This is an optimization exercise on Yosys and OpenROAD, whose aim is small area, not a production implementation.
In this exercise RTL edits were held to simulation tests only and were not proved equivalent to the original.
Power and IR drop assume default switching activity.

**flow/config.mk**
```make
export PLATFORM = sky130hd
export DESIGN_NAME = io_input_conditioner
export DESIGN_NICKNAME = io_input_conditioner
export VERILOG_FILES = /design/flow/design.v
export SDC_FILE = /design/flow/constraint.sdc
export NUM_CORES = 4
export LEC_CHECK = 0
export CAP_MARGIN = 20
export CORE_MARGIN = 2
export CORE_UTILIZATION = 40
export SLEW_MARGIN = 20
```
**flow/constraint.sdc**
```tcl
create_clock -name core_clock -period 10.0 [get_ports {i_clk}]
set_input_delay 2.0000 -clock core_clock [delete_from_list [all_inputs] [get_ports {i_clk}]]
set_output_delay 2.0000 -clock core_clock [all_outputs]
set_load 0.01 [all_outputs]
```
**flow/design.v**
```verilog
module io_input_conditioner #(
    parameter int N_SW            = 32,
    parameter int N_BTN           = 4,
    parameter int DEBOUNCE_CYCLES = 500000,
    parameter bit BTN_ACTIVE_LOW  = 1'b1
) (
    input  logic             i_clk,
    input  logic             i_rst,
    input  logic [N_SW-1:0]  i_sw_raw,
    input  logic [N_BTN-1:0] i_btn_raw,
    output logic [N_SW-1:0]  o_io_sw,
    output logic [N_BTN-1:0] o_io_btn,
    output logic [N_BTN-1:0] o_btn_press,
    output logic [N_BTN-1:0] o_btn_release,
    output logic             o_sw_change
);
    localparam int N  = N_SW + N_BTN;
    localparam int CW = $clog2(DEBOUNCE_CYCLES + 1);
    localparam logic [CW-1:0] CNT_LAST = CW'(DEBOUNCE_CYCLES - 1);
    logic [N-1:0]     raw_norm;
    logic [N-1:0]     sync1;
    logic [N-1:0]     sync2;
    logic [N-1:0]     stable;
    logic [N-1:0]     upd;
    logic [CW-1:0]    cnt [N];
    logic [N_BTN-1:0] press_q;
    logic [N_BTN-1:0] release_q;
    logic             sw_change_q;
    assign raw_norm = {(BTN_ACTIVE_LOW ? ~i_btn_raw : i_btn_raw), i_sw_raw};
    always_comb begin
        upd = '0;
        for (int i = 0; i < N; i++) begin
            upd[i] = (sync2[i] != stable[i]) && (cnt[i] == CNT_LAST);
        end
    end
    always_ff @(posedge i_clk) begin
        if (i_rst) begin
            sync1       <= '0;
            sync2       <= '0;
            stable      <= '0;
            press_q     <= '0;
            release_q   <= '0;
            sw_change_q <= 1'b0;
            for (int i = 0; i < N; i++) begin
                cnt[i] <= '0;
            end
        end else begin
            sync1 <= raw_norm;
            sync2 <= sync1;
            for (int i = 0; i < N; i++) begin
                if (sync2[i] == stable[i]) begin
                    cnt[i] <= '0;
                end else if (upd[i]) begin
                    stable[i] <= sync2[i];
                    cnt[i]    <= '0;
                end else begin
                    cnt[i] <= cnt[i] + CW'(1);
                end
            end
            press_q     <= upd[N-1:N_SW] & sync2[N-1:N_SW];
            release_q   <= upd[N-1:N_SW] & ~sync2[N-1:N_SW];
            sw_change_q <= |upd[N_SW-1:0];
        end
    end
    assign o_io_sw       = stable[N_SW-1:0];
    assign o_io_btn      = stable[N-1:N_SW];
    assign o_btn_press   = press_q;
    assign o_btn_release = release_q;
    assign o_sw_change   = sw_change_q;
endmodule
```
**flow/run.sh**
```bash
#!/bin/bash
# synth_recipe.tcl (not shown) runs the flow's synth.tcl, then flattens the netlist and writes it again
# the make line also repeats each setting of config.mk as NAME=value (left out here)
make -C /OpenROAD-flow-scripts/flow DESIGN_CONFIG=/design/flow/config.mk WORK_HOME=/design/flow/orfs CLKGATE_MAP_FILE= SYNTH_SCRIPT=/design/flow/synth_recipe.tcl finish
```
==> metrics.md, run 1 <==
| Metric | Value |
|---|---|
| Final setup TNS | 0 ns |
| IO Port Bufs | 82 |
| Vias per cell | 4.82 |
| Most frequent cell after synthesis | nor2_1 |
| Largest cells by area after synthesis | dfxtp_1, nor2_1, xor2_1, xnor2_1, nand3_1 |
| Run status | finished clean |
| DR iter-0 viols | 972 |
| Synth top area share | 48.0% |
| Cts bufs inserted | 88 |
| Min-Delay Path Class | reg2reg |
| Tmin final | 3.74 ns |
| R2r worst-path depth | 7 |
| Core area | 82400 um^2 |
| Total track usage | 13.9% |
| GRT Residual Overflow | 0 |
| Async S/R FF share, synth | 0% |
| # clock sinks | 801 |
| Slew Limit Fails | 0 |
| Unrepaired setup endpoints after global routing | no |
| CTS tree | done |
| Clock Path Buffers | 3 |
| Max stage delay cell, worst path | clkdlybuf4s50_1 |
| DPL Wire Length | 39200 um |
| Largest net degree at the start of global routing | 63 |
| CP max stage delay | 0.62 ns |
| Routed via count | 23.9k |
| Hold_buf cts | 0 |
| Area grow syn2layout | 13.8% |
| Seq/Total Area, Yosys | 48.0% |
| Fmax | 267 MHz |
| Initial antenna violation count | 2 |
| Number of buffer and inverter stages on the critical path | 1 |
| Tot Pwr | 6.56 mW |
| EDFF count, synth | 0 |
| Power density over the cells | 173 nW/um^2 |
| First-pass GRT wire length | 104000 um |
| VDD IR-drop max | 0.106 mV |
| Clock Latency Late Sink | 0.61 ns |
| DRC Markers | 0 |
| Worst setup SP type | flip-flop |
| CP top delay family | buffers and inverters |
| Max H-tree Level | 3 |
| Worst R2R Setup Slack | 7.08 ns |
| Synth cell count leaders | nor2_1, dfxtp_1, xor2_1 |
| Fin. Hold Viols | 0 |
| Worst clock skew | 0.0181 ns |
| Vias in the first global route | 22.4k |
| Period utilization | 37.4% |
| Ys Warns | 2 |
| Hold_sp | sync1[27]$_SDFF_PP0_ |
| Root Driver | clkbuf_16 |
| Area taken by multi-input logic gates | 16500 um^2 |
| CP cell instances | clkdlybuf4s50_1 |
| Seq cells post-synth | 801 |
| Final wirelength | 59400 um |
| Reg area | 16000 um^2 |
| Worst Hold End | sync2[27]$_SDFF_PP0_ |
| Post-cts sizing count | 0 |
| Final setup vio count | 0 |
| Layout cell share with drive strength beyond 1 | 4.75% |
| IO Count | 83 |
| Crit path arrival time | 1.74 ns |
| Yosys cell types | 51 |
| Fill count | 8025 |
| Post-Syn Nets | 3814 |
| Final Util | 46.1% |
| Pre-antenna DRT Iters | 5 |
| Wire per inst | 12.0 um |
| Critical path peak fanout | 3 |
| Worst Path Required | 8.00 ns |
| Synth area leader | dfxtp_1 |
| Diodes inserted | 0 |
| Hold Path Cell Cnt | 1 |
| Critical path capture point type | output pin |
| DRT antenna net count | 0 |
| Post-synth top flop | dfxtp_1 |
| # Post-CTS Setup Buffers | 0 |
| Worst R2R Start | cnt[31][0]$_SDFF_PP0_ |
| Max Cap Violations | 0 |
| Clock-pin slew on the worst setup and hold paths | 0.06 ns |
| Die area | 85800 um^2 |
| Relative slew slack | 40.1% |
| Gpl congestion | 0.770 |
| Starting Density | 40.5% |
| Syn_area_per_cell | 8.93 um^2 |
| Die H | 293 um |
| NumNets Final | 3898 |
| Post-Syn Instances | 3740 |
| Worst reg2reg endpoint | sw_change_q$_SDFF_PP0_ |
| # rows | 105 |
| Slew @ Worst Pin | 0.887 ns |
| Die Span X | 293 um |
| Synth Cell Area | 33400 um^2 |
| Leak pwr | 12.2 nW |
| Crit Path Category | reg2out |
[kinds of logic (layout without fill, tap and decap cells)]
family	count (synthesis)	in the layout	synth area share [%]
adders and majority gates	36	36	1.35
xor gates and xnor gates	627	627	16.4
muxes	35	35	1.05
AOI/OAI and AO/OA	48	48	0.787
and+or+nand+nor	2029	2029	29.9
buffers and inverters	164	319	2.41
DFF	801	801	48.0
[registers in the layout, summed over array words and instances, names as in the netlist]
signal	count
release_q	4
stable	36
press_q	4
cnt	684
sw_change_q	1
sync1	36
sync2	36
[cell type report]
class	count	area share, %
clock inverter	41	1.21
tap	1070	3.52
timing repair buffer	84	2.20
clock buffer	120	6.59
multi-input combinational	2775	43.5
inverter	74	0.731
sequential	801	42.2
[worst max-delay path by stage]
| stage | start | to | cells after the start |
|---|---|---|---|
| floorplan | i_rst | stable[0]$_SDFFE_PP0P_ | 6 |
| global placement | i_rst | cnt[20][3]$_SDFF_PP0_ | 4 |
| detailed placement | i_rst | cnt[23][12]$_SDFF_PP0_ | 5 |
| CTS | stable[26]$_SDFFE_PP0P_ | o_io_sw[26] | 1 |
| global route | stable[26]$_SDFFE_PP0P_ | o_io_sw[26] | 1 |
| finish | stable[26]$_SDFFE_PP0P_ | o_io_sw[26] | 1 |
[cells in the final DEF (no fill, tap or decap), drive strengths merged, types with 23 or more instances in the layout]
master,count
and3,103
and4,47
clkbuf,120
clkdlybuf4s50,81
clkinv,23
dfxtp,801
ha,36
inv,77
mux2i,34
nand2,249
nand3,266
nand4,129
nor2,851
nor2b,81
nor3,65
nor4,54
nor4b,33
or3,44
xnor2,267
xor2,360
[per-stage QoR]
step | std cells | hold slack, ns | setup slack (ns) | area, um^2
2_1_floorplan | 3740 | 0.414 | 6.56 | 33400
3_3_place_gp | 4804 | 0.416 | 6.05 | 35000
3_5_place_dp | 4804 | 0.420 | 5.99 | 35000
4_1_cts | 4965 | 0.434 | 6.23 | 38000
5_1_grt | 4965 | 0.450 | 6.21 | 38000
6_report | 4965 | 0.432 | 6.26 | 38000
[report_power, final]
part	internal [mW]	switching, mW	leakage, nW	total [mW]
logic	0.0282	0.0427	4.31	0.0709
registers	3.21	0.0104	6.47	3.22
clock network	1.97	1.30	1.45	3.27
total	5.20	1.36	12.2	6.56
[per-layer routing]
metal / routed length (um) / track usage, % / share of wire [%]
met1: 30600 / 19.3 / 52
met2: 25400 / 21.7 / 43
met3: 2010 / 2.84 / 3.4
met4: 1380 / 4.13 / 2.3
met5: 11 / 0 / 0.019
==> run 2: changes to the inputs <==
==> flow/design.v (replaced) <==
module io_input_conditioner #(
    parameter int N_SW            = 32,
    parameter int N_BTN           = 4,
    parameter int DEBOUNCE_CYCLES = 500000,
    parameter bit BTN_ACTIVE_LOW  = 1'b1
) (
    input  logic             i_clk,
    input  logic             i_rst,
    input  logic [N_SW-1:0]  i_sw_raw,
    input  logic [N_BTN-1:0] i_btn_raw,
    output logic [N_SW-1:0]  o_io_sw,
    output logic [N_BTN-1:0] o_io_btn,
    output logic [N_BTN-1:0] o_btn_press,
    output logic [N_BTN-1:0] o_btn_release,
    output logic             o_sw_change
);
    localparam int N = N_SW + N_BTN;
    logic [N-1:0]     stable;
    logic [N_BTN-1:0] press_q;
    logic [N_BTN-1:0] release_q;
    logic             sw_change_q;
    if (DEBOUNCE_CYCLES == 500000) begin : g_seq
        localparam int            CW       = 19;
        localparam int            TAP      = 5;
        localparam logic          FB_INV   = 1'b0;
        localparam logic [CW-1:0] CNT_LAST = 19'h118d0;
        localparam logic [CW-1:0] CNT_MASK = 19'h5ffff;
        logic [N-1:0]  sync1;
        logic [N-1:0]  sync2;
        logic [N-1:0]  lvl;       
        logic [N-1:0]  term;
        logic [N-1:0]  diff;
        logic [N-1:0]  upd;
        logic [N-1:0]  clr;
        logic [CW-1:0] cnt [N];
        logic          rst_d1, rst_d2, hold;
        always_ff @(posedge i_clk) begin
            sync1  <= {i_btn_raw, i_sw_raw};
            sync2  <= sync1;
            rst_d1 <= i_rst;
            rst_d2 <= rst_d1;
        end
        assign lvl  = {(BTN_ACTIVE_LOW ? ~sync2[N-1:N_SW] : sync2[N-1:N_SW]),
                       sync2[N_SW-1:0]};
        assign hold = i_rst | rst_d1 | rst_d2;
        for (genvar i = 0; i < N; i++) begin : g_bit
            assign term[i] = ((cnt[i] ^ CNT_LAST) & CNT_MASK) == '0;
            assign diff[i] = lvl[i] ^ stable[i];
            assign upd[i]  = diff[i] & term[i];
            assign clr[i]  = hold | ~diff[i] | term[i];
            always_ff @(posedge i_clk) begin
                if (clr[i]) begin
                    cnt[i] <= '0;
                end else begin
                    cnt[i] <= {~cnt[i][CW-2:0],
                               cnt[i][CW-1] ^ cnt[i][TAP] ^ FB_INV};
                end
            end
        end
        always_ff @(posedge i_clk) begin
            if (i_rst) begin
                stable      <= '0;
                press_q     <= '0;
                release_q   <= '0;
                sw_change_q <= 1'b0;
            end else begin
                stable      <= stable ^ upd;
                press_q     <= upd[N-1:N_SW] & lvl[N-1:N_SW];
                release_q   <= upd[N-1:N_SW] & ~lvl[N-1:N_SW];
                sw_change_q <= |upd[N_SW-1:0];
            end
        end
    end else begin : g_bin
        localparam int CW = $clog2(DEBOUNCE_CYCLES + 1);
        localparam logic [CW-1:0] CNT_LAST = CW'(DEBOUNCE_CYCLES - 1);
        logic [N-1:0]  sync1;
        logic [N-1:0]  sync2;
        logic [N-1:0]  upd;
        logic [CW-1:0] cnt [N];
        always_comb begin
            for (int i = 0; i < N; i++) begin
                upd[i] = (sync2[i] != stable[i]) && (cnt[i] == CNT_LAST);
            end
        end
        always_ff @(posedge i_clk) begin
            if (i_rst) begin
                sync1       <= '0;
                sync2       <= '0;
                stable      <= '0;
                press_q     <= '0;
                release_q   <= '0;
                sw_change_q <= 1'b0;
                for (int i = 0; i < N; i++) begin
                    cnt[i] <= '0;
                end
            end else begin
                sync1 <= {(BTN_ACTIVE_LOW ? ~i_btn_raw : i_btn_raw), i_sw_raw};
                sync2 <= sync1;
                for (int i = 0; i < N; i++) begin
                    if (sync2[i] == stable[i]) begin
                        cnt[i] <= '0;
                    end else if (upd[i]) begin
                        stable[i] <= sync2[i];
                        cnt[i]    <= '0;
                    end else begin
                        cnt[i] <= cnt[i] + CW'(1);
                    end
                end
                press_q     <= upd[N-1:N_SW] & sync2[N-1:N_SW];
                release_q   <= upd[N-1:N_SW] & ~sync2[N-1:N_SW];
                sw_change_q <= |upd[N_SW-1:0];
            end
        end
    end
    assign o_io_sw       = stable[N_SW-1:0];
    assign o_io_btn      = stable[N-1:N_SW];
    assign o_btn_press   = press_q;
    assign o_btn_release = release_q;
    assign o_sw_change   = sw_change_q;
endmodule
--- a/flow/config.mk
+++ b/flow/config.mk
@@ -8,4 +8,6 @@
 export CAP_MARGIN = 20
 export CORE_MARGIN = 2
 export CORE_UTILIZATION = 40
+export CTS_BUF_LIST = sky130_fd_sc_hd__clkbuf_4 sky130_fd_sc_hd__clkbuf_8
+export CTS_CLUSTER_SIZE = 24
 export SLEW_MARGIN = 20
==> run 2 against run 1 <==
Effect of this change:
- combinational power up 59%
- flip-flop and latch count increased by 2
- critical path depth stayed put
- register-to-register slack better by 0.52 ns
- clock power is 14% lower
- via count is 42% lower
- clock skew increased by 0.0030 ns
- sequential power rose by 4%
- first-iteration DRC count decreased by 46%
- final area decreased by 28%
- routed wire length shrank 34%
- critical path type unchanged
- largest power group is now registers
==> metrics.md, run 2 <==
| Metric | Value |
|---|---|
| Synth Cell Area | 23300 um^2 (was 33400 um^2) |
| Core area | 57600 um^2 (was 82400 um^2) |
| Synth Area in Simple Gates | 24.3% (was 29.9%) |
| Die H | 245 um (was 293 um) |
| Gpl congestion | 0.739 (was 0.770) |
| IO Port Bufs | 82 (unchanged) |
| CP cell instances | clkdlybuf4s50_1 (unchanged) |
| Min-Delay Path Class | reg2reg (unchanged) |
| Final wirelength | 38900 um (was 59400 um) |
| First-pass GRT wire length | 65500 um (was 104000 um) |
| Post-Syn Instances | 2057 (was 3740) |
| Biggest register | g_seq.cnt (was cnt) |
| Worst Hold End | g_seq.sync2[10]$_DFF_P_ (was sync2[27]$_SDFF_PP0_) |
| # Post-CTS Setup Buffers | 0 (unchanged) |
| Wire per inst | 12.7 um (was 12.0 um) |
| Synth area leader | dfxtp_1 (unchanged) |
| Seq/Total Area, Yosys | 69.0% (was 48.0%) |
| Largest cells by area after synthesis | dfxtp_1, nor2_1, nor2_4, xnor2_1, nor4b_1 (was dfxtp_1, nor2_1, xor2_1, xnor2_1, nand3_1) |
| Async S/R FF share, synth | 0% (unchanged) |
| Fmax | 267 MHz (about the same) |
| Worst Path Required | 8.00 ns (about the same) |
| Routed via count | 13.8k (was 23.9k) |
| Area grow syn2layout | 17.0% (was 13.8%) |
| Seq cells post-synth | 803 (was 801) |
| # clock sinks | 803 (was 801) |
| NumNets Final | 2240 (was 3898) |
| Synth top area share | 69.0% (was 48.0%) |
| Adder-cell share of the synthesized area | 0% (was 1.35%) |
| Pre-CTS setup slack | 5.73 ns (was 5.99 ns) |
| DR iter-0 viols | 523 (was 972) |
| Hold_sp | g_seq.sync1[10]$_DFF_P_ (was sync1[27]$_SDFF_PP0_) |
| Worst R2R Start | g_seq.rst_d1$_DFF_P_ (was cnt[31][0]$_SDFF_PP0_) |
| Synth cell count leaders | dfxtp_1, nor2_1, nor2_4 (was nor2_1, dfxtp_1, xor2_1) |
| Critical path capture point type | output pin (unchanged) |
| Max H-tree Level | 3 (unchanged) |
| Largest net degree at the start of global routing | 47 (was 63) |
| Fin. Hold Viols | 0 (unchanged) |
| DPL Wire Length | 25200 um (was 39200 um) |
| Max stage delay cell, worst path | clkdlybuf4s50_1 (unchanged) |
| Clock Latency Late Sink | 0.71 ns (was 0.61 ns) |
| Slew Limit Fails | 0 (unchanged) |
| Main combinational cell family by area after synthesis | simple AND/OR/NAND/NOR gates (unchanged) |
| Most common cell after layout, fill and taps aside | dfxtp_1 (was nor2_1) |
| Diodes inserted | 0 (unchanged) |
| Starting Density | 40.4% (was 40.5%) |
| Slew @ Worst Pin | 0.784 ns (was 0.887 ns) |
| Hold Path Cell Cnt | 0 (was 1) |
| Final setup TNS | 0 ns (unchanged) |
| Pre-antenna DRT Iters | 4 (was 5) |
| Compound-Gate Fraction of Synth Area | 1.51% (was 0.787%) |
| Yosys cell types | 47 (was 51) |
| Crit Path Category | reg2out (unchanged) |
| Die Span X | 245 um (was 293 um) |
| Number of buffer and inverter stages on the critical path | 1 (unchanged) |
| GRT Residual Overflow | 0 (unchanged) |
| Post-synthesis mux area share | 0.387% (was 1.05%) |
| CTS tree | done (unchanged) |
| Worst reg2reg endpoint | g_seq.cnt[21][2]$_SDFF_PP0_ (was sw_change_q$_SDFF_PP0_) |
| Relative slew slack | 47.7% (was 40.1%) |
| Max Cap Violations | 0 (unchanged) |
| Post-Syn Nets | 2095 (was 3814) |
| Power density over the cells | 229 nW/um^2 (was 173 nW/um^2) |
| Cts bufs inserted | 120 (was 88) |
| Worst R2R Setup Slack | 7.60 ns (was 7.08 ns) |
| CP top delay family | buffers and inverters (unchanged) |
| Die area | 60200 um^2 (was 85800 um^2) |
| VDD IR-drop max | 0.140 mV (was 0.106 mV) |
| Worst setup SP type | flip-flop (unchanged) |
| Highest-count cells in the layout ignoring fill and taps | dfxtp_1, nor2_1, clkbuf_8 (was nor2_1, dfxtp_1, xor2_1) |
| Largest register FFs | 684 (unchanged) |
| Run status | finished clean (unchanged) |
| Tmin final | 3.75 ns (was 3.74 ns) |
| Vias in the first global route | 13.9k (was 22.4k) |
| DRT antenna net count | 0 (unchanged) |
| Total track usage | 13.3% (was 13.9%) |
| Post-cts sizing count | 0 (unchanged) |
| Unrepaired setup endpoints after global routing | no (unchanged) |
| Initial antenna violation count | 0 (was 2) |
| Layout cell share with drive strength beyond 1 | 14.6% (was 4.75%) |
| Worst clock skew | 0.0211 ns (was 0.0181 ns) |
| CP max stage delay | 0.59 ns (was 0.62 ns) |
| R2r worst-path depth | 3 (was 7) |
| EDFF count, synth | 0 (unchanged) |
| Crit path arrival time | 1.75 ns (was 1.74 ns) |
| Most frequent cell after synthesis | dfxtp_1 (was nor2_1) |
| Biggest regs | g_seq.cnt: 684 flops, g_seq.sync1: 36 flops, g_seq.sync2: 36 flops |
| Period utilization | 37.5% (was 37.4%) |
| Leak pwr | 11.5 nW (was 12.2 nW) |
| Setup WS post-layout | 6.25 ns (was 6.26 ns) |
| Post-synth top flop | dfxtp_1 (unchanged) |
| DRC Markers | 0 (unchanged) |
| IO Count | 83 (unchanged) |
| Hold_buf cts | 0 (unchanged) |
| Syn_area_per_cell | 11.3 um^2 (was 8.93 um^2) |
| Root Driver | clkbuf_8 (was clkbuf_16) |
| Post-Synth XOR/XNOR Area | 2.71% (was 16.4%) |
| Clock Path Buffers | 3 (unchanged) |
| Clock-pin slew on the worst setup and hold paths | 0.06 ns (about the same) |
| Vias per cell | 4.50 (was 4.82) |
| Critical path peak fanout | 3 (unchanged) |
| # rows | 88 (was 105) |
| Ys Warns | 2 (unchanged) |
| Final setup vio count | 0 (unchanged) |
## run 2: cell count changes after synthesis, sizes merged, moves of 36 or more
cell   change
and4      -47
nand3    -221
nand4    -121
nor2     -130
nor3      -40
nor2b     -81
xor2     -347
and3     -101
xnor2    -208
inv       -74
nand2    -209
ha        -36
## run 2: through the flow
stage | util [%] | hold slack [ns] | total power [mW] | area [um^2] | instances
CTS | 47.3 | 0.323 | 6.35 | 27200 | 3060
finish | 47.3 | 0.311 | 6.25 | 27200 | 3060
detailed placement | 42.7 | 0.312 | 3.53 | 24600 | 2845
global placement | 42.7 | 0.311 | 3.52 | 24600 | 2845
global route | 47.3 | 0.325 | 6.52 | 27200 | 3060
floorplan | - | 0.310 | 3.48 | 23300 | 2057
## run 2: per-layer routing
layer / vias up / track usage, % / wire [um]
met5: - / 0 / 0
met4: 0 / 5.65 / 1030
met3: 86 / 3.99 / 1930
met2: 186 / 21.2 / 17800
met1: 6400 / 16.6 / 18100
li1: 7092 / - / -
## run 2: worst max-delay path by stage
stage	from	endpoint	slack (ns)	cells after the start
floorplan	i_rst	g_seq.cnt[15][10]$_SDFF_PP0_	6.61	7
global placement	i_rst	g_seq.cnt[25][0]$_SDFF_PP0_	5.51	4
detailed placement	i_rst	g_seq.cnt[16][18]$_SDFF_PP0_	5.73	4
CTS	flip-flop	o_io_sw[13]	6.16	1
global route	flip-flop	o_io_sw[13]	6.17	1
finish	flip-flop	o_io_sw[13]	6.25	1
## run 2: cell type report
type / count / area, um^2
clock buffer: 187 / 2390
clock inverter: 28 / 253
fill: 5175 / 30300
multi-input combinational: 1193 / 6740
sequential: 803 / 16100
tap: 765 / 957
timing repair buffer: 84 / 831
## run 2: logic make-up (layout without fill, tap and decap cells)
group                     Yosys count  after routing
DFF                               803            803
AOI/OAI and AO/OA                  57             57
muxes                               9              9
buffers and inverters              61            299
and+or+nand+nor                  1055           1055
xor gates and xnor gates           72             72
## run 2: power breakdown
group / leakage, nW / internal (mW) / switching (mW)
clock network: 1.40 / 1.61 / 1.19
logic: 3.56 / 0.0525 / 0.0603
registers: 6.55 / 3.29 / 0.0508
total: 11.5 / 4.96 / 1.30
==> run 3: changes to the inputs <==
==> flow/flow/run.sh (new file) <==
#!/bin/bash
cp standard.sh synth_recipe.tcl config.mk std_copy_ 2>/dev/null
bash standard.sh > standard.log 2>&1
==> flow/standard.sh (new file) <==
#!/bin/bash
# synth_recipe.tcl (not shown) runs the flow's synth.tcl, then flattens the netlist and writes it again
# the make line also repeats each setting of config.mk as NAME=value (left out here)
make -C /OpenROAD-flow-scripts/flow DESIGN_CONFIG=/design/flow/config.mk WORK_HOME=/design/flow/orfs CLKGATE_MAP_FILE= SYNTH_SCRIPT=/design/flow/synth_recipe.tcl "${@:-finish}"
--- a/flow/config.mk
+++ b/flow/config.mk
@@ -8,6 +8,4 @@
 export CAP_MARGIN = 20
 export CORE_MARGIN = 2
 export CORE_UTILIZATION = 40
-export CTS_BUF_LIST = sky130_fd_sc_hd__clkbuf_4 sky130_fd_sc_hd__clkbuf_8
-export CTS_CLUSTER_SIZE = 24
 export SLEW_MARGIN = 20
removed: flow/run.sh
==> run 3 against run 2 <==
Effect of this change:
- critical path depth is the same
- combinational power about the same
- final area up 0.47%
- global-route usage shrank 0.23 points
- register-to-register slack hardly changed
- clock skew rose by 0.00062 ns
- still clean on timing, DRC and antenna
==> metrics.md, run 3 <==
| Metric | Value |
|---|---|
| Synth area leader | dfxtp_1 (unchanged) |
| Async S/R FF share, synth | 0% (unchanged) |
| Worst R2R Setup Slack | 7.61 ns (was 7.60 ns) |
| Highest-count cells in the layout ignoring fill and taps | dfxtp_1, nor2_1, clkbuf_16 (was dfxtp_1, nor2_1, clkbuf_8) |
| Layout cell share with drive strength beyond 1 | 11.3% (was 14.6%) |
| Post-Syn Instances | 2057 (unchanged) |
| Worst Path Required | 8.00 ns (about the same) |
| Most frequent cell after synthesis | dfxtp_1 (unchanged) |
| Fmax | 276 MHz (was 267 MHz) |
| Crit Path Category | reg2out (unchanged) |
| NumNets Final | 2198 (was 2240) |
| Max stage delay cell, worst path | clkdlybuf4s50_1 (unchanged) |
| Cts bufs inserted | 78 (was 120) |
| Yosys cell types | 47 (unchanged) |
| Unrepaired setup endpoints after global routing | no (unchanged) |
| Max H-tree Level | 3 (unchanged) |
| CP cell instances | clkdlybuf4s50_1 (unchanged) |
| Slew Limit Fails | 0 (unchanged) |
| Post-synthesis mux area share | 0.387% (unchanged) |
| Vias per cell | 4.54 (was 4.50) |
| Pre-antenna DRT Iters | 4 (unchanged) |
| Biggest regs | g_seq.cnt: 684 flops, g_seq.sync1: 36 flops, g_seq.sync2: 36 flops (unchanged) |
| Post-synth top flop | dfxtp_1 (unchanged) |
| Die Span X | 245 um (unchanged) |
| Synth top area share | 69.0% (unchanged) |
| Diodes inserted | 0 (unchanged) |
| Synth Cell Area | 23300 um^2 (unchanged) |
| Syn_area_per_cell | 11.3 um^2 (unchanged) |
| Routed via count | 13.6k (was 13.8k) |
| Setup WS post-layout | 6.37 ns (was 6.25 ns) |
| CP top delay family | buffers and inverters (unchanged) |
| Max Cap Violations | 0 (unchanged) |
| Starting Density | 40.4% (unchanged) |
| Slew @ Worst Pin | 0.780 ns (was 0.784 ns) |
| Post-route cell area | 27400 um^2 (was 27200 um^2) |
| Hold_sp | g_seq.sync1[10]$_DFF_P_ (unchanged) |
| Ys Warns | 2 (unchanged) |
| First-pass GRT wire length | 64300 um (was 65500 um) |
| Crit path arrival time | 1.63 ns (was 1.75 ns) |
| Power density over the cells | 238 nW/um^2 (was 229 nW/um^2) |
| Biggest register | g_seq.cnt (unchanged) |
| Leak pwr | 11.5 nW (about the same) |
| Largest net degree at the start of global routing | 47 (unchanged) |
| Total track usage | 13.0% (was 13.3%) |
| Worst R2R Start | g_seq.rst_d1$_DFF_P_ (unchanged) |
| Vias in the first global route | 13.4k (was 13.9k) |
| Number of buffer and inverter stages on the critical path | 1 (unchanged) |
| DRT antenna net count | 0 (unchanged) |
| CTS tree | done (unchanged) |
| Synth cell count leaders | dfxtp_1, nor2_1, nor2_4 (unchanged) |
| GRT Residual Overflow | 0 (unchanged) |
| Largest register FFs | 684 (unchanged) |
| DRC Markers | 0 (unchanged) |
| Most common cell after layout, fill and taps aside | dfxtp_1 (unchanged) |
| Final setup TNS | 0 ns (unchanged) |
| Worst Hold End | g_seq.sync2[10]$_DFF_P_ (unchanged) |
| Fin. Hold Viols | 0 (unchanged) |
| Placed Area | 24600 um^2 (unchanged) |
| Critical path peak fanout | 3 (unchanged) |
| Adder-cell share of the synthesized area | 0% (unchanged) |
| Wire per inst | 12.8 um (was 12.7 um) |
| Worst clock skew | 0.0217 ns (was 0.0211 ns) |
| Hold Path Cell Cnt | 0 (unchanged) |
| R2r worst-path depth | 3 (unchanged) |
| Largest cells by area after synthesis | dfxtp_1, nor2_1, nor2_4, xnor2_1, nor4b_1 (unchanged) |
| Critical path capture point type | output pin (unchanged) |
| Seq/Total Area, Yosys | 69.0% (unchanged) |
| Compound-Gate Fraction of Synth Area | 1.51% (unchanged) |
| Clock Latency Late Sink | 0.61 ns (was 0.71 ns) |
| Tmin final | 3.63 ns (was 3.75 ns) |
| Hold_buf cts | 0 (unchanged) |
| Initial antenna violation count | 0 (unchanged) |
| Pre-CTS setup slack | 5.73 ns (unchanged) |
| Worst reg2reg endpoint | g_seq.cnt[21][3]$_SDFF_PP0_ (was g_seq.cnt[21][2]$_SDFF_PP0_) |
| Main combinational cell family by area after synthesis | simple AND/OR/NAND/NOR gates (unchanged) |
| IO Count | 83 (unchanged) |
| Final wirelength | 38300 um (was 38900 um) |
| DPL Wire Length | 25200 um (unchanged) |
| Core area | 57600 um^2 (unchanged) |
| Critical path depth | 1 (unchanged) |
| CP max stage delay | 0.59 ns (about the same) |
| Die area | 60200 um^2 (unchanged) |
| Die H | 245 um (unchanged) |
| Root Driver | clkbuf_16 (was clkbuf_8) |
| Post-Synth XOR/XNOR Area | 2.71% (unchanged) |
| Post-Syn Nets | 2095 (unchanged) |
| Final Util | 47.5% (was 47.3%) |
| Clock Path Buffers | 3 (unchanged) |
| DR iter-0 viols | 587 (was 523) |
| # rows | 88 (unchanged) |
| Run status | finished clean (unchanged) |
| # clock sinks | 803 (unchanged) |
| Area grow syn2layout | 17.5% (was 17.0%) |
| Min-Delay Path Class | reg2reg (unchanged) |
| Worst setup SP type | flip-flop (unchanged) |
| Final setup vio count | 0 (unchanged) |
| Synth Area in Simple Gates | 24.3% (unchanged) |
| Gpl congestion | 0.739 (unchanged) |
| Post-cts sizing count | 0 (unchanged) |
| Clock-pin slew on the worst setup and hold paths | 0.06 ns (about the same) |
| IO Port Bufs | 82 (unchanged) |
| # Post-CTS Setup Buffers | 0 (unchanged) |
| Seq cells post-synth | 803 (unchanged) |
| EDFF count, synth | 0 (unchanged) |
| Period utilization | 36.3% (was 37.5%) |
| VDD IR-drop max | 0.135 mV (was 0.140 mV) |
| Relative slew slack | 48.0% (was 47.7%) |
## run 3: cell count changes in the layout (fill, tap and decap cells not counted), sizes merged
cell	change
bufinv	+4
clkinvlp	-3
clkbuf	-70
clkinv	-5
inv	+3
## run 3: how the worst max path moves through the flow
| stage | end |
|---|---|
| finish | o_io_sw[13] |
| global route | o_io_sw[13] |
| CTS | o_io_sw[13] |
| detailed placement | g_seq.cnt[16][18]$_SDFF_PP0_ |
| global placement | g_seq.cnt[25][0]$_SDFF_PP0_ |
| floorplan | g_seq.cnt[15][10]$_SDFF_PP0_ |
## run 3: metal layers
layer  up-vias  share of wire [%]  global-route usage (%)
met5         -                  0                       0
met4         0                3.2                    5.13
met3        88                4.5                    3.61
met2       168                 45                    20.9
met1      6314                 47                    16.6
li1       6997                  -                       -
## run 3: cells by family (layout without fill, tap and decap cells)
| kind of cell | after synthesis | in the layout |
|---|---|---|
| AOI/OAI and AO/OA | 57 | 57 |
| DFF | 803 | 803 |
| muxes | 9 | 9 |
| xor gates and xnor gates | 72 | 72 |
| and+or+nand+nor | 1055 | 1055 |
| buffers and inverters | 61 | 228 |
## run 3: per-stage QoR
stage	hold WS (ns)	std cells	power [mW]
3_5_place_dp	0.312	2845	3.53
4_1_cts	0.320	2989	6.60
2_1_floorplan	0.310	2057	3.48
6_report	0.315	2989	6.51
5_1_grt	0.321	2989	6.76
3_3_place_gp	0.311	2845	3.52
## run 3: final cells by class
class                      instances  area (um^2)
clock inverter                    27          363
sequential                       803        16100
timing repair buffer              84          831
tap                              765          957
clock buffer                     117         2400
fill                            5114        30200
multi-input combinational       1193         6740
## run 3: power by group
part	switching, mW	internal [mW]	leakage (nW)
Sequential	0.0509	3.29	6.55
Combinational	0.0601	0.0525	3.56
Clock	1.18	1.87	1.37
Total	1.29	5.21	11.5
==> run 4: changes to the inputs <==
==> flow/run.sh (new file) <==
#!/bin/bash
# synth_recipe.tcl (not shown) runs the flow's synth.tcl, then flattens the netlist and writes it again
# the make line also repeats each setting of config.mk as NAME=value (left out here)
make -C /OpenROAD-flow-scripts/flow DESIGN_CONFIG=/design/flow/config.mk WORK_HOME=/design/flow/orfs CLKGATE_MAP_FILE= SYNTH_SCRIPT=/design/flow/synth_recipe.tcl finish
removed: flow/flow/run.sh
removed: flow/standard.sh
==> run 4 against run 3 <==
Effect of this change:
- largest power group unchanged
- final area is the same
- sequential share of layout area unchanged
- critical path depth stayed put
- non-clock buffer count did not move
- largest cell class unchanged
- flip-flop and latch count unchanged
- clock power is essentially flat
- area after synthesis unchanged
- die area unchanged
- worst hold slack stayed put
- critical path type unchanged
==> metrics.md, run 4 <==
| Metric | Value |
|---|---|
| IO Port Bufs | 82 (unchanged) |
| Largest register FFs | 684 (unchanged) |
| # Post-CTS Setup Buffers | 0 (unchanged) |
| Worst R2R Setup Slack | 7.61 ns (about the same) |
| DRT antenna net count | 0 (unchanged) |
| Fin. Hold Viols | 0 (unchanged) |
| Core area | 57600 um^2 (unchanged) |
| Tmin final | 3.63 ns (unchanged) |
| Max Cap Violations | 0 (unchanged) |
| Slew @ Worst Pin | 0.780 ns (unchanged) |
| Worst clock skew | 0.0217 ns (unchanged) |
| Post-route insts no fill | 2989 (unchanged) |
| Final Util | 47.5% (unchanged) |
| Min-Delay Path Class | reg2reg (unchanged) |
| Hold_sp | g_seq.sync1[10]$_DFF_P_ (unchanged) |
| DPL Wire Length | 25200 um (unchanged) |
| Yosys cell types | 47 (unchanged) |
| Worst reg2reg endpoint | g_seq.cnt[21][3]$_SDFF_PP0_ (unchanged) |
| Vias per cell | 4.54 (unchanged) |
| Post-Syn Nets | 2095 (unchanged) |
| DRC Markers | 0 (unchanged) |
| Most common cell after layout, fill and taps aside | dfxtp_1 (unchanged) |
| # clock sinks | 803 (unchanged) |
| Total track usage | 13.0% (unchanged) |
| Fmax | 276 MHz (unchanged) |
| Pre-antenna DRT Iters | 4 (unchanged) |
| Worst R2R Start | g_seq.rst_d1$_DFF_P_ (unchanged) |
| Leak pwr | 11.5 nW (unchanged) |
| Number of buffer and inverter stages on the critical path | 1 (unchanged) |
| Synth area leader | dfxtp_1 (unchanged) |
| Wire per inst | 12.8 um (unchanged) |
| NumNets Final | 2198 (unchanged) |
| GRT Residual Overflow | 0 (unchanged) |
| Async S/R FF share, synth | 0% (unchanged) |
| R2r worst-path depth | 3 (unchanged) |
| Clock-pin slew on the worst setup and hold paths | 0.06 ns (about the same) |
| Synth cell count leaders | dfxtp_1, nor2_1, nor2_4 (unchanged) |
| DR iter-0 viols | 587 (unchanged) |
| Seq/Total Area, Yosys | 69.0% (unchanged) |
| Die area | 60200 um^2 (unchanged) |
| Clock Latency Late Sink | 0.61 ns (about the same) |
| Largest cells by area after synthesis | dfxtp_1, nor2_1, nor2_4, xnor2_1, nor4b_1 (unchanged) |
| Seq cells post-synth | 803 (unchanged) |
| Critical path capture point type | output pin (unchanged) |
| EDFF count, synth | 0 (unchanged) |
| Gpl congestion | 0.739 (unchanged) |
| Routed via count | 13.6k (unchanged) |
| Max stage delay cell, worst path | clkdlybuf4s50_1 (unchanged) |
| Tot Pwr | 6.51 mW (unchanged) |
| Area grow syn2layout | 17.5% (unchanged) |
| # rows | 88 (unchanged) |
| Initial antenna violation count | 0 (unchanged) |
| Largest net degree at the start of global routing | 47 (unchanged) |
| Most frequent cell after synthesis | dfxtp_1 (unchanged) |
| Relative slew slack | 48.0% (unchanged) |
| Critical path peak fanout | 3 (unchanged) |
| Post-synth top flop | dfxtp_1 (unchanged) |
| Max H-tree Level | 3 (unchanged) |
| Post-cts sizing count | 0 (unchanged) |
| Root Driver | clkbuf_16 (unchanged) |
| Hold Path Cell Cnt | 0 (unchanged) |
| Final hold slack | 0.315 ns (unchanged) |
| Post-Syn Instances | 2057 (unchanged) |
| Starting Density | 40.4% (unchanged) |
| Cts bufs inserted | 78 (unchanged) |
| Worst Hold End | g_seq.sync2[10]$_DFF_P_ (unchanged) |
| Worst Path Required | 8.00 ns (about the same) |
| Syn_area_per_cell | 11.3 um^2 (unchanged) |
| Clock Path Buffers | 3 (unchanged) |
| Synth top area share | 69.0% (unchanged) |
| CP top delay family | buffers and inverters (unchanged) |
| Vias in the first global route | 13.4k (unchanged) |
| IO Count | 83 (unchanged) |
| Run status | finished clean (unchanged) |
| Power density over the cells | 238 nW/um^2 (unchanged) |
| First-pass GRT wire length | 64300 um (unchanged) |
| CTS tree | done (unchanged) |
| VDD IR-drop max | 0.135 mV (unchanged) |
| Die Span X | 245 um (unchanged) |
| Synth Cell Area | 23300 um^2 (unchanged) |
| # placed instances | 2845 (unchanged) |
| Die H | 245 um (unchanged) |
| CP cell instances | clkdlybuf4s50_1 (unchanged) |
| Biggest register | g_seq.cnt (unchanged) |
| Diodes inserted | 0 (unchanged) |
| CP max stage delay | 0.59 ns (about the same) |
| Crit path arrival time | 1.63 ns (about the same) |
| Worst setup SP type | flip-flop (unchanged) |
| Final setup vio count | 0 (unchanged) |
| Unrepaired setup endpoints after global routing | no (unchanged) |
| Final wirelength | 38300 um (unchanged) |
| Hold_buf cts | 0 (unchanged) |
| Layout cell share with drive strength beyond 1 | 11.3% (unchanged) |
| Highest-count cells in the layout ignoring fill and taps | dfxtp_1, nor2_1, clkbuf_16 (unchanged) |
| Period utilization | 36.3% (unchanged) |
| Slew Limit Fails | 0 (unchanged) |
| Biggest regs | g_seq.cnt: 684 flops, g_seq.sync1: 36 flops, g_seq.sync2: 36 flops (unchanged) |
| Ys Warns | 2 (unchanged) |
| Crit Path Category | reg2out (unchanged) |
| Final setup TNS | 0 ns (unchanged) |
## run 4: cell counts in the layout (fill, tap and decap cells not counted)
No cell type changed its count.
## run 4: how the worst max path moves through the flow
| stage | to | slack, ns | depth (start not counted) |
|---|---|---|---|
| 2_1_floorplan | g_seq.cnt[15][10]$_SDFF_PP0_ | 6.61 | 7 |
| 5_1_grt | o_io_sw[13] | 6.29 | 1 |
| 6_report | o_io_sw[13] | 6.37 | 1 |
| 3_5_place_dp | g_seq.cnt[16][18]$_SDFF_PP0_ | 5.73 | 4 |
| 4_1_cts | o_io_sw[13] | 6.29 | 1 |
| 3_3_place_gp | g_seq.cnt[25][0]$_SDFF_PP0_ | 5.51 | 4 |
## run 4: per-stage QoR
step	area (um^2)	setup slack (ns)
2_1_floorplan	23300	6.61
3_3_place_gp	24600	5.51
3_5_place_dp	24600	5.73
4_1_cts	27400	6.29
5_1_grt	27400	6.29
6_report	27400	6.37
## run 4: logic make-up (layout without fill, tap and decap cells)
group | count (synthesis) | in the layout | share of synthesized area [%]
and+or+nand+nor | 1055 | 1055 | 24.3
DFF | 803 | 803 | 69.0
xor gates and xnor gates | 72 | 72 | 2.71
buffers and inverters | 61 | 228 | 2.07
AOI/OAI and AO/OA | 57 | 57 | 1.51
muxes | 9 | 9 | 0.387
## run 4: where the power goes
group	leakage, nW	internal (mW)	switching (mW)
registers	6.55	3.29	0.0509
clock network	1.37	1.87	1.18
logic	3.56	0.0525	0.0601
total	11.5	5.21	1.29
## run 4: cell type report
cell class                      instances  area (um^2)
Fill cell                            5114        30200
Sequential cell                       803        16100
Multi-Input combinational cell       1193         6740
Clock buffer                          117         2400
Tap cell                              765          957
Timing Repair Buffer                   84          831
Clock inverter                         27          363
## run 4: layer usage
layer | wire length [um] | track usage (%) | share of wire (%) | vias to the layer above
met4 | 1220 | 5.13 | 3.2 | 0
met1 | 18000 | 16.6 | 47 | 6314
met2 | 17300 | 20.9 | 45 | 168
met5 | 0 | 0 | 0 | -
li1 | - | - | - | 6997
met3 | 1740 | 3.61 | 4.5 | 88
==> run 5: changes to the inputs <==
==> flow/flow/run.sh (new file) <==
#!/bin/bash
# The standard layout (standard.sh) with these changes:
#  - synthesis maps logic with an area-only abc script (flow/synth.tcl),
#  - port buffers are the smallest buffer cell,
#  - clock tree: larger buffers, larger sink clusters, no dummy loads.
# Each step's full output is in orfs/logs/; make's own output in make_*.log.
set -uo pipefail
HERE=$(pwd)
source "$HERE/flow/knobs.sh"
export FLOW_ABC_SCRIPT="$HERE/flow/area.abc"
bash standard.sh SYNTH_SCRIPT="$HERE/flow/synth.tcl" ABC_AREA=1 \
  BUFFER_PORTS_ARGS="$BUFFER_PORTS_ARGS" CTS_ARGS="$CTS_ARGS" \
  "${EXTRA_MAKE[@]}" finish > "$HERE/make_finish.log" 2>&1
status=$?
grep -q "FLOW_ABC\|area.abc" orfs/logs/*/*/*/1_2_yosys.log && echo "abc script: flow/area.abc" >> "$HERE/make_finish.log"
exit $status
==> flow/flow/area.abc (new file) <==
strash
&get -n
&st
&dch
&nf -a
&put
topo
==> flow/flow/knobs.sh (new file) <==
BUFFER_PORTS_ARGS="-buffer_cell sky130_fd_sc_hd__buf_1"
CTS_ARGS="-sink_clustering_enable -repair_clock_nets -dont_use_dummy_load -buf_list sky130_fd_sc_hd__clkbuf_16 -sink_clustering_size 30 -sink_clustering_max_diameter 60"
EXTRA_MAKE=()
==> flow/flow/synth.tcl (new file) <==
# synth_recipe.tcl with one change: abc maps with flow/area.abc, an
# area-only script without abc's own buffering and gate sizing (repair_design
# buffers the nets that need it after placement).
proc synth {args} { yosys synth -nofsm -noshare {*}$args }
proc abc {args} {
  set i [lsearch -exact $args -script]
  if { $i >= 0 } {
    lset args [expr {$i + 1}] $::env(FLOW_ABC_SCRIPT)
  }
  yosys abc {*}$args
}
source $::env(SCRIPTS_DIR)/synth.tcl
# left out here: clear keep_hierarchy, flatten, clean up, hide names made inside functions, write 1_2_yosys.v
==> flow/standard.sh (new file) <==
#!/bin/bash
# synth_recipe.tcl (not shown) runs the flow's synth.tcl, then flattens the netlist and writes it again
# the make line also repeats each setting of config.mk as NAME=value (left out here)
make -C /OpenROAD-flow-scripts/flow DESIGN_CONFIG=/design/flow/config.mk WORK_HOME=/design/flow/orfs CLKGATE_MAP_FILE= SYNTH_SCRIPT=/design/flow/synth_recipe.tcl "${@:-finish}"
removed: flow/run.sh
==> run 5 against run 4 <==
Effect of this change:
- die area shrank 5.4%
- highest routed layer unchanged
- flip-flop and latch count stayed put
- synthesized cell count fell by 1.1%
- still clean
- critical endpoint is now g_seq.cnt[10][10]$_SDFF_PP0_
- worst setup slack better by 0.33 ns
==> metrics.md, run 5 <==
| Metric | Value |
|---|---|
| Clock Path Buffers | 3 (unchanged) |
| IO Port Bufs | 82 (unchanged) |
| Initial antenna violation count | 0 (unchanged) |
| Routed via count | 13.3k (was 13.6k) |
| Post-Syn Instances | 2035 (was 2057) |
| Worst clock skew | 0.0611 ns (was 0.0217 ns) |
| Die Span X | 239 um (was 245 um) |
| CP max stage delay | 0.67 ns (was 0.59 ns) |
| Synth Cell Area | 22000 um^2 (was 23300 um^2) |
| Hold_buf cts | 0 (unchanged) |
| Max Cap Violations | 0 (unchanged) |
| CP cell instances | clkbuf_2, or3_1, buf_4, or3_1, nor2_1 (was clkdlybuf4s50_1) |
| Cts bufs inserted | 44 (was 78) |
| NumNets Final | 2204 (was 2198) |
| Critical path capture point type | flip-flop (was output pin) |
| Largest net degree at the start of global routing | 39 (was 47) |
| EDFF count, synth | 0 (unchanged) |
| Crit path arrival time | 3.80 ns (was 1.63 ns) |
| Root Driver | clkbuf_16 (unchanged) |
| DRT antenna net count | 0 (unchanged) |
| Seq/Total Area, Yosys | 73.0% (was 69.0%) |
| Clock Latency Late Sink | 0.57 ns (was 0.61 ns) |
| Critical path peak fanout | 20 (was 3) |
| Die H | 239 um (was 245 um) |
| Clock-pin slew on the worst setup and hold paths | 0.09 ns (was 0.06 ns) |
| Fill count | 5062 (was 5114) |
| Final setup TNS | 0 ns (unchanged) |
| # Post-CTS Setup Buffers | 0 (unchanged) |
| Area grow syn2layout | 10.5% (was 17.5%) |
| GRT Residual Overflow | 0 (unchanged) |
| Run status | finished clean (unchanged) |
| Vias per cell | 4.66 (was 4.54) |
| Seq cells post-synth | 803 (unchanged) |
| Final wirelength | 35600 um (was 38300 um) |
| First-pass GRT wire length | 60200 um (was 64300 um) |
| Max stage delay cell, worst path | or3_1 (was clkdlybuf4s50_1) |
| Async S/R FF share, synth | 0% (unchanged) |
| Most frequent cell after synthesis | dfxtp_1 (unchanged) |
| Pre-antenna DRT Iters | 4 (unchanged) |
| Crit Path Category | in2reg (was reg2out) |
| Largest register FFs | 684 (unchanged) |
| Starting Density | 40.7% (was 40.4%) |
| CP most frequent cell | or3_1 |
| Period utilization | 33.0% (was 36.3%) |
| Total track usage | 12.7% (was 13.0%) |
| Ys Warns | 2 (unchanged) |
| Synth area leader | dfxtp_1 (unchanged) |
| Fmax | 303 MHz (was 276 MHz) |
| Min-Delay Path Class | reg2reg (unchanged) |
| Gpl congestion | 0.734 (was 0.739) |
| Post-Syn Nets | 2073 (was 2095) |
| Synth cell count leaders | dfxtp_1, nor2_1, nand2_1 (was dfxtp_1, nor2_1, nor2_4) |
| Largest cells by area after synthesis | dfxtp_1, nor2_1, nor4_1, nor4b_1, nor3_1 (was dfxtp_1, nor2_1, nor2_4, xnor2_1, nor4b_1) |
| Final hold slack | 0.304 ns (was 0.315 ns) |
| Wire per inst | 12.4 um (was 12.8 um) |
| Die area | 56900 um^2 (was 60200 um^2) |
| Vias in the first global route | 13.0k (was 13.4k) |
| Leak pwr | 10.4 nW (was 11.5 nW) |
| Tmin final | 3.30 ns (was 3.63 ns) |
| Synth top area share | 73.0% (was 69.0%) |
| Relative slew slack | 54.9% (was 48.0%) |
| Tot Pwr | 5.14 mW (was 6.51 mW) |
| DRC Markers | 0 (unchanged) |
| Fin. Hold Viols | 0 (unchanged) |
| Worst setup SP type | input port (was flip-flop) |
| Diodes inserted | 0 (unchanged) |
| VDD IR-drop max | 0.113 mV (was 0.135 mV) |
| Highest-count cells in the layout ignoring fill and taps | dfxtp_1, nor2_1, buf_1 (was dfxtp_1, nor2_1, clkbuf_16) |
| CTS tree | done (unchanged) |
| DPL Wire Length | 24100 um (was 25200 um) |
| Post-cts sizing count | 0 (unchanged) |
| IO Count | 83 (unchanged) |
| Most common cell after layout, fill and taps aside | dfxtp_1 (unchanged) |
| DR iter-0 viols | 558 (was 587) |
| Yosys cell types | 24 (was 47) |
| Worst Path Required | 10.50 ns (was 8.00 ns) |
| # rows | 85 (was 88) |
| Slew @ Worst Pin | 0.671 ns (was 0.780 ns) |
| Biggest register | g_seq.cnt (unchanged) |
| # clock sinks | 803 (unchanged) |
| Slew Limit Fails | 0 (unchanged) |
| Biggest regs | g_seq.cnt: 684 flops, g_seq.sync1: 36 flops, g_seq.sync2: 36 flops (unchanged) |
| Final setup vio count | 0 (unchanged) |
| Syn_area_per_cell | 10.8 um^2 (was 11.3 um^2) |
| Power density over the cells | 211 nW/um^2 (was 238 nW/um^2) |
| Unrepaired setup endpoints after global routing | no (unchanged) |
| Layout cell share with drive strength beyond 1 | 2.26% (was 11.3%) |
| Core area | 54100 um^2 (was 57600 um^2) |
| Post-synth top flop | dfxtp_1 (unchanged) |
| Max H-tree Level | 2 (was 3) |
run 5: changes by cell type in the layout (fill, tap and decap cells not counted), moves of 29 or more:
cell             previous run  this run
nor2_4                     80         0
nor4_1                     39        69
and2_0                      0        29
clkdlybuf4s50_1            81         0
clkbuf_16                  82        44
nand2_1                    39        70
nor2_1                    641       750
buf_1                       0        81
nor3_1                     23        68
run 5: power breakdown:
part,internal (mW),switching (mW),leakage (nW),total (mW)
Combinational,0.0356,0.0579,3.32,0.0935
Clock,0.783,0.931,0.542,1.71
Sequential,3.28,0.0447,6.55,3.33
Total,4.10,1.03,10.4,5.14
run 5: cell families after synthesis:
kind of cell | synth area share [%]
buf+inv | 0.0853
mux | 0.273
xor+xnor | 1.71
flops | 73.0
compound gates | 0.324
simple gates | 24.6
run 5: worst paths after layout:
| path | from | endpoint | slack [ns] | cells past startpoint |
|---|---|---|---|---|
| max reg2reg | g_seq.cnt[19][8]$_SDFF_PP0_ | sw_change_q$_SDFF_PP0_ | 7.64 | 6 |
| min | g_seq.sync1[3]$_DFF_P_ | g_seq.sync2[3]$_DFF_P_ | 0.30 | 0 |
| max | i_rst | g_seq.cnt[10][10]$_SDFF_PP0_ | 6.70 | 5 |
| min reg2reg | g_seq.sync1[3]$_DFF_P_ | g_seq.sync2[3]$_DFF_P_ | 0.30 | 0 |
run 5: critical path, delay by kind of cell:
family,cells,cell delay [ns]
buffers and inverters,2,0.43
and+or+nand+nor,3,1.35
run 5: per-stage QoR:
| step | setup slack, ns | cell area [um^2] | cells | utilization (%) |
|---|---|---|---|---|
| 6_report | 6.70 | 24300 | 2860 | 44.9 |
| 3_3_place_gp | 6.16 | 23200 | 2816 | 42.9 |
| 3_5_place_dp | 6.11 | 23200 | 2816 | 42.9 |
| 5_1_grt | 6.55 | 24300 | 2860 | 44.9 |
| 2_1_floorplan | 6.55 | 22000 | 2035 | - |
| 4_1_cts | 6.69 | 24300 | 2860 | 44.9 |
run 5: layout make-up:
cell class	instances	area, um^2	area share, %
Tap cell	696	871	3.58
Sequential cell	803	16100	66.1
Inverter	5	18.8	0.0772
Clock buffer	44	1100	4.53
Multi-Input combinational cell	1227	5920	24.3
Timing Repair Buffer	85	332	1.36
run 5: layer usage:
metal	global-route usage (%)	share of wire (%)	vias up
met5	0	0	-
li1	-	-	6961
met3	2.38	4.1	66
met4	4.26	2.5	0
met1	16.5	48	6184
met2	21.3	46	114
==> run 6: changes to the inputs <==
==> flow/flow/knobs.sh (replaced) <==
BUFFER_PORTS_ARGS="-buffer_cell sky130_fd_sc_hd__buf_1"
CTS_ARGS="-sink_clustering_enable -repair_clock_nets -dont_use_dummy_load -buf_list sky130_fd_sc_hd__clkbuf_16 -sink_clustering_size 34 -sink_clustering_max_diameter 70"
EXTRA_MAKE=()
--- a/flow/config.mk
+++ b/flow/config.mk
@@ -7,5 +7,5 @@
 export LEC_CHECK = 0
 export CAP_MARGIN = 20
 export CORE_MARGIN = 2
-export CORE_UTILIZATION = 40
+export CORE_UTILIZATION = 60
 export SLEW_MARGIN = 20
==> run 6 against run 5 <==
Effect of this change:
- worst setup slack got worse by 0.32 ns
- combinational power fell by 1%
- synthesized cell count stayed put
- flip-flop and latch count unchanged
- final cell count fell by 8.2%
- non-clock buffer count unchanged
- critical path depth rose by 1
- largest power group unchanged
- utilization grew 21 points
- die area down 33%
==> metrics.md, run 6 <==
| Metric | Value |
|---|---|
| Seq cells post-synth | 803 (unchanged) |
| Max Cap Violations | 0 (unchanged) |
| Main combinational cell family by area after synthesis | simple AND/OR/NAND/NOR gates (unchanged) |
| Fmax | 276 MHz (was 303 MHz) |
| Biggest regs | g_seq.cnt: 684 flops, g_seq.sync1: 36 flops, g_seq.sync2: 36 flops (unchanged) |
| Synth top area share | 73.0% (unchanged) |
| Crit Path Category | in2reg (unchanged) |
| Largest net degree at the start of global routing | 41 (was 39) |
| Final setup TNS | 0 ns (unchanged) |
| Synth cell count leaders | dfxtp_1, nor2_1, nand2_1 (unchanged) |
| First-pass GRT wire length | 56600 um (was 60200 um) |
| Die area | 38200 um^2 (was 56900 um^2) |
| CP cell instances | clkbuf_2, buf_4, or3_1, buf_4, or3_1, nor2_1 (was clkbuf_2, or3_1, buf_4, or3_1, nor2_1) |
| Post-synthesis mux area share | 0.273% (unchanged) |
| Post-Synth XOR/XNOR Area | 1.71% (unchanged) |
| Highest-count cells in the layout ignoring fill and taps | dfxtp_1, nor2_1, buf_1 (unchanged) |
| Compound-Gate Fraction of Synth Area | 0.324% (unchanged) |
| EDFF count, synth | 0 (unchanged) |
| Slew @ Worst Pin | 0.699 ns (was 0.671 ns) |
| IO Count | 83 (unchanged) |
| Crit path arrival time | 4.12 ns (was 3.80 ns) |
| CTS tree | done (unchanged) |
| CP startpoint | i_rst (unchanged) |
| Worst clock skew | 0.0392 ns (was 0.0611 ns) |
| Worst reg2reg endpoint | sw_change_q$_SDFF_PP0_ (unchanged) |
| Yosys cell types | 24 (unchanged) |
| Largest register FFs | 684 (unchanged) |
| Post-cts sizing count | 0 (unchanged) |
| Cts bufs inserted | 37 (was 44) |
| Vias in the first global route | 12.6k (was 13.0k) |
| Busiest layer in global routing | met2 (unchanged) |
| Power density over the cells | 208 nW/um^2 (was 211 nW/um^2) |
| Starting Density | 60.6% (was 40.7%) |
| DR iter-0 viols | 430 (was 558) |
| Post-Syn Instances | 2035 (unchanged) |
| Period utilization | 36.2% (was 33.0%) |
| # rows | 70 (was 85) |
| Ys Warns | 2 (unchanged) |
| Relative slew slack | 53.0% (was 54.9%) |
| Worst setup SP type | input port (unchanged) |
| Max H-tree Level | 2 (unchanged) |
| Clock Latency Late Sink | 0.57 ns (about the same) |
| Unrepaired setup endpoints after global routing | no (unchanged) |
| DRT antenna net count | 0 (unchanged) |
| Syn_area_per_cell | 10.8 um^2 (unchanged) |
| CP max stage delay | 0.67 ns (about the same) |
| Hold_buf cts | 0 (unchanged) |
| Die H | 196 um (was 239 um) |
| Layout cell share with drive strength beyond 1 | 1.95% (was 2.26%) |
| Met1 usage | 23.5% (was 16.5%) |
| Synth Cell Area | 22000 um^2 (unchanged) |
| GRT Residual Overflow | 0 (unchanged) |
| Adder-cell share of the synthesized area | 0% (unchanged) |
| Total track usage | 17.7% (was 12.7%) |
| Run status | finished clean (unchanged) |
| Routed via count | 13.2k (was 13.3k) |
| IO Port Bufs | 82 (unchanged) |
| Met2 GRT Util | 29.8% (was 21.3%) |
| Tmin final | 3.62 ns (was 3.30 ns) |
| Area grow syn2layout | 8.41% (was 10.5%) |
| Die Span X | 196 um (was 239 um) |
| Max stage delay cell, worst path | or3_1 (unchanged) |
| Worst R2R Setup Slack | 7.59 ns (was 7.64 ns) |
| Placed Area | 22900 um^2 (was 23200 um^2) |
| Gpl congestion | 0.734 (about the same) |
| Fill count | 2957 (was 5062) |
| Leak pwr | 10.3 nW (was 10.4 nW) |
| Final Util | 65.6% (was 44.9%) |
| Final wirelength | 33300 um (was 35600 um) |
| Most common cell after layout, fill and taps aside | dfxtp_1 (unchanged) |
| R2r worst-path depth | 6 (unchanged) |
| Post-route cell area | 23900 um^2 (was 24300 um^2) |
| Async S/R FF share, synth | 0% (unchanged) |
| CP top delay family | simple AND/OR/NAND/NOR gates (unchanged) |
| # clock sinks | 803 (unchanged) |
| Synth Area in Simple Gates | 24.6% (unchanged) |
| Clock Path Buffers | 3 (unchanged) |
| Min-Delay Path Class | reg2reg (unchanged) |
| Clock-pin slew on the worst setup and hold paths | 0.11 ns (was 0.09 ns) |
| Post-synth top flop | dfxtp_1 (unchanged) |
| Post-Syn Nets | 2073 (unchanged) |
| Most frequent cell after synthesis | dfxtp_1 (unchanged) |
| Worst R2R Start | g_seq.cnt[21][5]$_SDFF_PP0_ (was g_seq.cnt[19][8]$_SDFF_PP0_) |
| NumNets Final | 2197 (was 2204) |
| Wire per inst | 12.7 um (was 12.4 um) |
| Hold_sp | g_seq.sync1[35]$_DFF_P_ (was g_seq.sync1[3]$_DFF_P_) |
| DRC Markers | 0 (unchanged) |
| Biggest register | g_seq.cnt (unchanged) |
| GR Util met3 | 3.58% (was 2.38%) |
| Critical path peak fanout | 40 (was 20) |
| Vias per cell | 5.04 (was 4.66) |
| Critical path capture point type | flip-flop (unchanged) |
| CP Capture Point | g_seq.cnt[10][0]$_SDFF_PP0_ (was g_seq.cnt[10][10]$_SDFF_PP0_) |
| Worst Path Required | 10.50 ns (about the same) |
| # Post-CTS Setup Buffers | 0 (unchanged) |
| Number of buffer and inverter stages on the critical path | 3 (was 2) |
| Seq/Total Area, Yosys | 73.0% (unchanged) |
| Final setup vio count | 0 (unchanged) |
| DPL Wire Length | 22500 um (was 24100 um) |
| Initial antenna violation count | 0 (unchanged) |
| Largest cells by area after synthesis | dfxtp_1, nor2_1, nor4_1, nor4b_1, nor3_1 (unchanged) |
| Core area | 36300 um^2 (was 54100 um^2) |
| Root Driver | clkbuf_16 (unchanged) |
| Slew Limit Fails | 0 (unchanged) |
| Fin. Hold Viols | 0 (unchanged) |
| Pre-antenna DRT Iters | 4 (unchanged) |
| VDD IR-drop max | 0.161 mV (was 0.113 mV) |
| Synth area leader | dfxtp_1 (unchanged) |
| Critical path depth | 6 (was 5) |
## run 6: cell counts after synthesis
No cell type changed its count.
## run 6: final cells by class
class / count / area (um^2) / share of cell area (%)
well taps: 468 / 586 / 2.45
multi-input cells: 1227 / 5920 / 24.8
diodes: 1 / 2.50 / 0.0105
repair buffers: 85 / 332 / 1.39
clock buffers: 37 / 926 / 3.88
inverters: 5 / 18.8 / 0.0787
flip-flops and latches: 803 / 16100 / 67.4
## run 6: worst min path at each step
| stage | endpoint | slack (ns) | cells after the start |
|---|---|---|---|
| 3_5_place_dp | g_seq.sync2[18]$_DFF_P_ | 0.31 | 0 |
| 3_3_place_gp | g_seq.sync2[19]$_DFF_P_ | 0.31 | 0 |
| 5_1_grt | g_seq.sync2[35]$_DFF_P_ | 0.30 | 0 |
| 6_report | g_seq.sync2[35]$_DFF_P_ | 0.30 | 0 |
| 2_1_floorplan | g_seq.sync2[0]$_DFF_P_ | 0.31 | 0 |
| 4_1_cts | g_seq.sync2[35]$_DFF_P_ | 0.30 | 0 |
## run 6: kinds of logic after synthesis
family,Yosys count
AND/OR/NAND/NOR,1168
flip-flops,803
XOR/XNOR,43
AO/OA/AOI/OAI,10
multiplexers,6
buffers and inverters,5
## run 6: metrics by stage
step / setup slack (ns) / power (mW) / hold slack [ns] / instances
floorplan: 6.55 / 3.46 / 0.310 / 2035
CTS: 6.35 / 5.03 / 0.300 / 2625
global placement: 5.83 / 3.49 / 0.310 / 2588
finish: 6.38 / 4.97 / 0.297 / 2626
detailed placement: 5.77 / 3.50 / 0.312 / 2588
global route: 6.23 / 5.17 / 0.298 / 2625
## run 6: metal layers
layer  wire length, um  share of wire [%]
met4               566                1.7
met3              1020                3.1
met2             15100                 45
met1             16600                 50
met5                 0                  0
## run 6: where the power goes
part / leakage, nW / internal (mW) / switching [mW]
logic: 3.32 / 0.0356 / 0.0565
clock network: 0.456 / 0.666 / 0.884
registers: 6.55 / 3.28 / 0.0443
total: 10.3 / 3.99 / 0.985

==> separate check: timing with driven ports <==
No port has a modelled driver above. Below, the same layouts with a new extraction and two added sets of constraints.
Step 1 sets driving cells, clkbuf_16 on the clock port and buf_2 on the other inputs (assumed; they add their load-dependent delay and slew).
Step 2 times the ports against the registers' clock, not the clock port: input delays grow and output delays shrink by t, the midpoint of the rising clock arrivals with the driver on.
Three values: ideal, step 1, step 2; two values: the first two.
run	shift t [ns]	setup slack, ns	worst slew at a driven data input, ns
run 1	0.671	6.260 / 6.198 / 6.077	0.07
run 2	0.747	6.252 / 6.199 / 5.876	0.06
run 3	0.652	6.372 / 6.317 / 5.878	0.06
run 4	0.652	6.372 / 6.317 / 5.878	0.06
run 5	0.616	6.699 / 6.684 / 6.119	0.04
run 6	0.603	6.376 / 6.409 / 5.806	0.04
After both steps setup and hold are still met in every run listed. For run 5, which loses most, drivers alone change the setup slack by -0.015 ns; drivers and shift together by -0.580 ns.
